This is an optimization exercise on Yosys and OpenROAD, whose aim is small area and a short achievable clock period, not a production implementation.
In this exercise RTL edits were held to simulation tests only and were not proved equivalent to the original.
Power is estimated from default activity; no workload was simulated.

==> branch violet <==
==> flow/design.v <==
package iq_pkg;
    parameter int xlen = 32;
    parameter int phys_reg_bits = 6;
    parameter int num_phys_regs = 1 << phys_reg_bits;
    parameter int rob_bits = 6;
    parameter int unit_bits = 2;
    typedef logic [phys_reg_bits-1:0] phys_reg_t;
    typedef logic [unit_bits-1:0]     unit_id_t;
    typedef struct packed {
        logic [2:0]          funct3;
        logic [6:0]          funct7;
        logic [6:0]          opcode;
        phys_reg_t           rd;
        phys_reg_t           rs1;
        logic [xlen-1:0]     rs1_val;
        phys_reg_t           rs2;
        logic [xlen-1:0]     rs2_val;
        logic [xlen-1:0]     immediate;
        logic [rob_bits-1:0] rob_index;
    } dispatch_t;
    typedef struct packed {
        dispatch_t inst;
        unit_id_t  unit;
    } iq_entry_t;
    typedef struct packed {
        logic            valid;
        phys_reg_t       tag;
        logic [xlen-1:0] value;
    } fu_result_t;
    parameter int dispatch_w = 3 + 7 + 7 + 3 * phys_reg_bits + 3 * xlen + rob_bits;
    parameter int entry_w    = dispatch_w + unit_bits;
    parameter int result_w   = 1 + phys_reg_bits + xlen;
endpackage
`timescale 1ns/1ps
module issue_queue #(
    parameter int num_entries = 8,
    parameter int num_units   = 3
) (
    input  logic                 clk,
    input  logic                 reset_n,
    input  logic                 dispatch_valid,
    input  logic [iq_pkg::dispatch_w-1:0]       dispatch,
    input  logic [num_units*iq_pkg::result_w-1:0] results,
    output logic [num_units-1:0] issue_valid,
    output logic [num_units*iq_pkg::entry_w-1:0]  issued,
    output logic                 iq_full
);
    localparam int NE = num_entries;
    localparam int NU = num_units;
    localparam int DW = iq_pkg::dispatch_w;
    localparam int EW = iq_pkg::entry_w;
    localparam int RW = iq_pkg::result_w;
    localparam int XL = iq_pkg::xlen;
    localparam int PB = iq_pkg::phys_reg_bits;
    localparam int RS2V = iq_pkg::rob_bits + XL;
    localparam int RS2  = RS2V + XL;
    localparam int RS1V = RS2 + PB;
    localparam int RS1  = RS1V + XL;
    localparam int RD   = RS1 + PB;
    logic [NE-1:0]     valid;
    logic [NE-1:0]     rdy1;
    logic [NE-1:0]     rdy2;
    logic [DW-1:0]     pay  [NE];
    logic [1:0]        unit [NE];
    logic [(1<<PB)-1:0] busy;
    logic [1:0]        rr;
    logic [NE-1:0]     gnt_q [NU];
    logic [NU-1:0] bv;
    logic [PB-1:0] bt   [NU];
    logic [XL-1:0] bval [NU];
    always_comb begin
        for (int b = 0; b < NU; b++) begin
            bv[b]   = results[b*RW + RW - 1];
            bt[b]   = results[b*RW + XL +: PB];
            bval[b] = results[b*RW +: XL];
        end
    end
    logic [NE-1:0] load;
    always_comb begin
        for (int i = 0; i < NE; i++) begin
            load[i] = dispatch_valid && !valid[i];
            for (int j = 0; j < i; j++) load[i] = load[i] && valid[j];
        end
    end
    assign iq_full = &valid;
    wire accept = dispatch_valid && !iq_full;
    wire [PB-1:0] d_rs1 = dispatch[RS1 +: PB];
    wire [PB-1:0] d_rs2 = dispatch[RS2 +: PB];
    wire [PB-1:0] d_rd  = dispatch[RD  +: PB];
    logic [NU-1:0] dh1, dh2;      
    logic [NU-1:0] ds1, ds2;      
    always_comb begin
        for (int b = 0; b < NU; b++) begin
            dh1[b] = bv[b] && bt[b] == d_rs1;
            dh2[b] = bv[b] && bt[b] == d_rs2;
        end
        ds1 = dh1 & ~(dh1 << 1) & ~(dh1 << 2);
        ds2 = dh2 & ~(dh2 << 1) & ~(dh2 << 2);
    end
    wire d_rdy1 = !busy[d_rs1] || (|dh1);
    wire d_rdy2 = !busy[d_rs2] || (|dh2);
    logic [NU-1:0] h1 [NE];
    logic [NU-1:0] h2 [NE];
    logic [NU-1:0] s1 [NE];       
    logic [NU-1:0] s2 [NE];
    logic [NE-1:0] dv1, dv2;      
    logic [NE-1:0] en1, en2;
    logic [NE-1:0] wk1, wk2;
    always_comb begin
        for (int i = 0; i < NE; i++) begin
            for (int b = 0; b < NU; b++) begin
                h1[i][b] = bv[b] && bt[b] == pay[i][RS1 +: PB];
                h2[i][b] = bv[b] && bt[b] == pay[i][RS2 +: PB];
            end
            wk1[i] = valid[i] && !rdy1[i] && (|h1[i]);
            wk2[i] = valid[i] && !rdy2[i] && (|h2[i]);
            en1[i] = load[i] || wk1[i];
            en2[i] = load[i] || wk2[i];
            dv1[i] = load[i] && !(|dh1);
            dv2[i] = load[i] && !(|dh2);
            s1[i]  = load[i] ? ds1 : (h1[i] & ~(h1[i] << 1) & ~(h1[i] << 2));
            s2[i]  = load[i] ? ds2 : (h2[i] & ~(h2[i] << 1) & ~(h2[i] << 2));
        end
    end
    logic [NE-1:0] req [NU];
    logic [NE-1:0] gnt [NU];
    logic [NE-1:0] clr;
    always_comb begin
        clr = '0;
        for (int u = 0; u < NU; u++) begin
            for (int i = 0; i < NE; i++) begin
                req[u][i] = valid[i] && rdy1[i] && rdy2[i] && unit[i] == u;
            end
            gnt[u] = req[u] & ~(req[u] - 1'b1);
            clr    = clr | gnt[u];
        end
    end
    always_ff @(posedge clk) begin
        for (int i = 0; i < NE; i++) begin
            if (load[i]) begin
                pay[i][DW-1:RS1V+XL]  <= dispatch[DW-1:RS1V+XL];
                pay[i][RS2 +: PB]     <= dispatch[RS2 +: PB];
                pay[i][RS2V-1:0]      <= dispatch[RS2V-1:0];
                unit[i]               <= rr;
                rdy1[i]               <= d_rdy1;
                rdy2[i]               <= d_rdy2;
            end else begin
                if (wk1[i]) rdy1[i] <= 1'b1;
                if (wk2[i]) rdy2[i] <= 1'b1;
            end
            if (en1[i]) begin
                pay[i][RS1V +: XL] <= ({XL{dv1[i]}}  & dispatch[RS1V +: XL])
                                    | ({XL{s1[i][0]}} & bval[0])
                                    | ({XL{s1[i][1]}} & bval[1])
                                    | ({XL{s1[i][2]}} & bval[2]);
            end
            if (en2[i]) begin
                pay[i][RS2V +: XL] <= ({XL{dv2[i]}}  & dispatch[RS2V +: XL])
                                    | ({XL{s2[i][0]}} & bval[0])
                                    | ({XL{s2[i][1]}} & bval[1])
                                    | ({XL{s2[i][2]}} & bval[2]);
            end
        end
    end
    always_ff @(posedge clk or negedge reset_n) begin
        if (!reset_n) begin
            valid <= '0;
            rr    <= '0;
            busy  <= '0;
            for (int u = 0; u < NU; u++) gnt_q[u] <= '0;
            issue_valid <= '0;
        end else begin
            valid <= (valid & ~clr) | load;
            if (accept) rr <= (rr == 2'd2) ? 2'd0 : rr + 2'd1;
            for (int b = 0; b < NU; b++) begin
                if (bv[b]) busy[bt[b]] <= 1'b0;
            end
            if (accept) busy[d_rd] <= 1'b1;
            for (int u = 0; u < NU; u++) begin
                gnt_q[u]       <= gnt[u];
                issue_valid[u] <= |gnt[u];
            end
        end
    end
    always_comb begin
        for (int u = 0; u < NU; u++) begin
            logic [DW-1:0] p;
            p = '0;
            for (int i = 0; i < NE; i++) begin
                p = p | ({DW{gnt_q[u][i]}} & pay[i]);
            end
            issued[u*EW +: EW] = {p, issue_valid[u] ? 2'(u) : 2'd0};
        end
    end
endmodule
==> flow/run.sh <==
#!/bin/bash
# synth_recipe.tcl (not shown) runs the flow's synth.tcl, then flattens the netlist and writes it again
# the make line also repeats each setting of config.mk as NAME=value (left out here)
make -C /OpenROAD-flow-scripts/flow DESIGN_CONFIG=/design/flow/config.mk WORK_HOME=/design/flow/orfs CLKGATE_MAP_FILE= SYNTH_SCRIPT=/design/flow/synth_recipe.tcl finish
==> flow/config.mk <==
export PLATFORM = sky130hd
export DESIGN_NAME = issue_queue
export DESIGN_NICKNAME = issue_queue
export VERILOG_FILES = /design/flow/design.v
export SDC_FILE = /design/flow/constraint.sdc
export NUM_CORES = 4
export LEC_CHECK = 0
export CAP_MARGIN = 20
export CELL_PAD_IN_SITES_DETAIL_PLACEMENT = 1
export CELL_PAD_IN_SITES_GLOBAL_PLACEMENT = 2
export CORE_MARGIN = 2
export CORE_UTILIZATION = 35
export SLEW_MARGIN = 20
==> flow/constraint.sdc <==
create_clock -name core_clock -period 4.0 [get_ports {clk}]
set_input_delay 0.8000 -clock core_clock [delete_from_list [all_inputs] [get_ports {clk}]]
set_output_delay 0.8000 -clock core_clock [all_outputs]
set_load 0.01 [all_outputs]
==> branch umber (differences from branch violet) <==
==> flow/design.v (replaced) <==
package iq_pkg;
    parameter int xlen = 32;
    parameter int phys_reg_bits = 6;
    parameter int num_phys_regs = 1 << phys_reg_bits;
    parameter int rob_bits = 6;
    parameter int unit_bits = 2;
    typedef logic [phys_reg_bits-1:0] phys_reg_t;
    typedef logic [unit_bits-1:0]     unit_id_t;
    typedef struct packed {
        logic [2:0]          funct3;
        logic [6:0]          funct7;
        logic [6:0]          opcode;
        phys_reg_t           rd;
        phys_reg_t           rs1;
        logic [xlen-1:0]     rs1_val;
        phys_reg_t           rs2;
        logic [xlen-1:0]     rs2_val;
        logic [xlen-1:0]     immediate;
        logic [rob_bits-1:0] rob_index;
    } dispatch_t;
    typedef struct packed {
        dispatch_t inst;
        unit_id_t  unit;
    } iq_entry_t;
    typedef struct packed {
        logic            valid;
        phys_reg_t       tag;
        logic [xlen-1:0] value;
    } fu_result_t;
    parameter int dispatch_w = 3 + 7 + 7 + 3 * phys_reg_bits + 3 * xlen + rob_bits;
    parameter int entry_w    = dispatch_w + unit_bits;
    parameter int result_w   = 1 + phys_reg_bits + xlen;
endpackage
`timescale 1ns/1ps
module issue_queue #(
    parameter int num_entries = 8,
    parameter int num_units   = 3
) (
    input  logic                 clk,
    input  logic                 reset_n,
    input  logic                 dispatch_valid,
    input  logic [iq_pkg::dispatch_w-1:0]       dispatch,
    input  logic [num_units*iq_pkg::result_w-1:0] results,
    output logic [num_units-1:0] issue_valid,
    output logic [num_units*iq_pkg::entry_w-1:0]  issued,
    output logic                 iq_full
);
    localparam int NE = num_entries;
    localparam int NU = num_units;
    localparam int DW = iq_pkg::dispatch_w;
    localparam int EW = iq_pkg::entry_w;
    localparam int RW = iq_pkg::result_w;
    localparam int XL = iq_pkg::xlen;
    localparam int PB = iq_pkg::phys_reg_bits;
    localparam int RS2V = iq_pkg::rob_bits + XL;
    localparam int RS2  = RS2V + XL;
    localparam int RS1V = RS2 + PB;
    localparam int RS1  = RS1V + XL;
    localparam int RD   = RS1 + PB;
    logic [NE-1:0]      valid;
    logic [NE-1:0]      rdy1;
    logic [NE-1:0]      rdy2;
    logic [DW-1:0]      pay  [NE];
    logic [1:0]         unit [NE];
    logic [(1<<PB)-1:0] busy;
    logic [1:0]         rr;
    logic [NE-1:0]      req_q [NU];    
    logic [DW-1:0]      iss_q [NU];
    logic               full_q;
    logic [NU-1:0] bv;
    logic [PB-1:0] bt   [NU];
    logic [XL-1:0] bval [NU];
    always_comb begin
        for (int b = 0; b < NU; b++) begin
            bv[b]   = results[b*RW + RW - 1];
            bt[b]   = results[b*RW + XL +: PB];
            bval[b] = results[b*RW +: XL];
        end
    end
    logic [NE-1:0] load;
    always_comb begin
        for (int i = 0; i < NE; i++) begin
            load[i] = dispatch_valid && !valid[i];
            for (int j = 0; j < i; j++) load[i] = load[i] && valid[j];
        end
    end
    assign iq_full = full_q;
    wire accept = dispatch_valid && !full_q;
    wire [PB-1:0] d_rs1 = dispatch[RS1 +: PB];
    wire [PB-1:0] d_rs2 = dispatch[RS2 +: PB];
    wire [PB-1:0] d_rd  = dispatch[RD  +: PB];
    logic [NU-1:0] dh1, dh2;      
    logic [NU-1:0] ds1, ds2;      
    always_comb begin
        for (int b = 0; b < NU; b++) begin
            dh1[b] = bv[b] && bt[b] == d_rs1;
            dh2[b] = bv[b] && bt[b] == d_rs2;
        end
        ds1 = dh1 & ~(dh1 << 1) & ~(dh1 << 2);
        ds2 = dh2 & ~(dh2 << 1) & ~(dh2 << 2);
    end
    wire d_rdy1 = !busy[d_rs1] || (|dh1);
    wire d_rdy2 = !busy[d_rs2] || (|dh2);
    logic [NU-1:0] h1 [NE];
    logic [NU-1:0] h2 [NE];
    logic [NE-1:0] sv1, sv2;
    logic [NU-1:0] sb1 [NE];
    logic [NU-1:0] sb2 [NE];
    logic [XL-1:0] v1_n [NE];
    logic [XL-1:0] v2_n [NE];
    always_comb begin
        for (int i = 0; i < NE; i++) begin
            for (int b = 0; b < NU; b++) begin
                h1[i][b] = bv[b] && bt[b] == pay[i][RS1 +: PB];
                h2[i][b] = bv[b] && bt[b] == pay[i][RS2 +: PB];
            end
            sv1[i] = !valid[i] && !(|dh1);
            sv2[i] = !valid[i] && !(|dh2);
            sb1[i] = !valid[i] ? ds1 : (h1[i] & ~(h1[i] << 1) & ~(h1[i] << 2));
            sb2[i] = !valid[i] ? ds2 : (h2[i] & ~(h2[i] << 1) & ~(h2[i] << 2));
            v1_n[i] = ({XL{sv1[i]}}    & dispatch[RS1V +: XL])
                    | ({XL{sb1[i][0]}} & bval[0])
                    | ({XL{sb1[i][1]}} & bval[1])
                    | ({XL{sb1[i][2]}} & bval[2]);
            v2_n[i] = ({XL{sv2[i]}}    & dispatch[RS2V +: XL])
                    | ({XL{sb2[i][0]}} & bval[0])
                    | ({XL{sb2[i][1]}} & bval[1])
                    | ({XL{sb2[i][2]}} & bval[2]);
        end
    end
    logic [NE-1:0] gnt [NU];
    logic [NE-1:0] clr;
    always_comb begin
        clr = '0;
        for (int u = 0; u < NU; u++) begin
            for (int i = 0; i < NE; i++) begin
                gnt[u][i] = req_q[u][i];
                for (int j = 0; j < i; j++) gnt[u][i] = gnt[u][i] && !req_q[u][j];
            end
            clr = clr | gnt[u];
        end
    end
    logic [NE-1:0] valid_n, rdy1_n, rdy2_n;
    logic [1:0]    unit_n [NE];
    logic [NE-1:0] req_n [NU];
    always_comb begin
        for (int i = 0; i < NE; i++) begin
            valid_n[i] = (valid[i] && !clr[i]) || load[i];
            rdy1_n[i]  = !valid[i] ? d_rdy1 : (rdy1[i] || (|h1[i]));
            rdy2_n[i]  = !valid[i] ? d_rdy2 : (rdy2[i] || (|h2[i]));
            unit_n[i]  = !valid[i] ? rr : unit[i];
        end
        for (int u = 0; u < NU; u++) begin
            for (int i = 0; i < NE; i++) begin
                req_n[u][i] = valid_n[i] && rdy1_n[i] && rdy2_n[i] && unit_n[i] == u;
            end
        end
    end
    always_ff @(posedge clk) begin
        for (int i = 0; i < NE; i++) begin
            if (!valid[i]) begin
                pay[i][DW-1:RS1V+XL] <= dispatch[DW-1:RS1V+XL];
                pay[i][RS2 +: PB]    <= dispatch[RS2 +: PB];
                pay[i][RS2V-1:0]     <= dispatch[RS2V-1:0];
            end
            if (!valid[i] || !rdy1[i]) pay[i][RS1V +: XL] <= v1_n[i];
            if (!valid[i] || !rdy2[i]) pay[i][RS2V +: XL] <= v2_n[i];
            unit[i] <= unit_n[i];
            rdy1[i] <= rdy1_n[i];
            rdy2[i] <= rdy2_n[i];
        end
    end
    always_ff @(posedge clk or negedge reset_n) begin
        if (!reset_n) begin
            valid  <= '0;
            rr     <= '0;
            busy   <= '0;
            full_q <= 1'b0;
            for (int u = 0; u < NU; u++) begin
                req_q[u] <= '0;
                iss_q[u] <= '0;
            end
            issue_valid <= '0;
        end else begin
            valid  <= valid_n;
            full_q <= &valid_n;
            if (accept) rr <= (rr == 2'd2) ? 2'd0 : rr + 2'd1;
            for (int b = 0; b < NU; b++) begin
                if (bv[b]) busy[bt[b]] <= 1'b0;
            end
            if (accept) busy[d_rd] <= 1'b1;
            for (int u = 0; u < NU; u++) begin
                logic [DW-1:0] p;
                p = '0;
                for (int i = 0; i < NE; i++) begin
                    p = p | ({DW{gnt[u][i]}} & pay[i]);
                end
                req_q[u]       <= req_n[u];
                iss_q[u]       <= p;
                issue_valid[u] <= |req_q[u];
            end
        end
    end
    always_comb begin
        for (int u = 0; u < NU; u++) begin
            issued[u*EW +: EW] = {iss_q[u], issue_valid[u] ? 2'(u) : 2'd0};
        end
    end
endmodule
--- a/flow/config.mk
+++ b/flow/config.mk
@@ -10,4 +10,5 @@
 export CELL_PAD_IN_SITES_GLOBAL_PLACEMENT = 2
 export CORE_MARGIN = 2
 export CORE_UTILIZATION = 35
+export SETUP_SLACK_MARGIN = 1.5
 export SLEW_MARGIN = 20
==> summary.txt <==
- Branch violet ran to the end with violations: negative setup slack. Branch umber finished clean.
- In branch umber the worst setup slack is better than in branch violet, by 1300 ps.
- Of branch umber and branch violet, branch umber has the higher wire length (gap 18%, measured against branch violet).
- Register-to-register slack: branch umber is better than branch violet (280 ps).
- Of branch umber and branch violet, branch umber has the higher sequential cell count (gap 412).
- Against branch umber, the clock power of branch violet is smaller by 26%.
- In combinational power, branch umber is at 3.0 times the value of branch violet.
==> figures <==
quantity                                                                   branch umber             branch violet
Non-clock buffer count in the final layout                                         1784                      1253
Share of synthesized area occupied by flip-flops and latches                      54.4%                     48.5%
Biggest cell delay along the critical path                                       590 ps                    830 ps
Flip-flop and latch power                                                       30.6 mW                   16.6 mW
Met1 Routed Length                                                               207 mm                    185 mm
Largest fanout on the critical path                                                   7                        30
Launch point of the worst path                                              req_q[0][0]               gnt_q[1][5]
Wire length of the first global-routing pass                                     710 mm                    633 mm
Most used standard cell by instance count after synthesis     sky130_fd_sc_hd__edfxtp_1  sky130_fd_sc_hd__a22oi_1
Fmax                                                                          0.362 GHz                 0.247 GHz
Result of the run                                                        finished clean           failed layout checks
Layout check failures                                                                 -      negative setup slack
HPWL after detailed placement                                                    298 mm                    297 mm
Number of fill cells                                                              24800                     22100

==> separate check: timing with driven ports <==
No port has a modelled driver above. Below, the same layouts with a new extraction and two added sets of constraints. Step 1 sets driving cells, clkbuf_16 on the clock port and buf_2 on the other inputs (assumed; they add their load-dependent delay and slew). Step 2 times the ports against the registers' clock, not the clock port: input delays grow and output delays shrink by t, the midpoint of the rising clock arrivals with the driver on. a / b / c = ideal / step 1 / step 2; a / b = the first two.
run	t (ns)	setup slack, ns	worst hold slack (ns)	worst register clock-pin slew, ns
branch violet	0.923	-0.044 / -0.139 / -0.354	0.078 / 0.005 / 0.538	0.07 / 0.07
branch umber	0.974	1.235 / 1.235 / 0.434	0.289 / 0.218 / 0.513	0.07 / 0.07
The setup slack of branch umber, which loses most, moves by 0.000 ns with the drivers and by -0.801 ns with both steps.
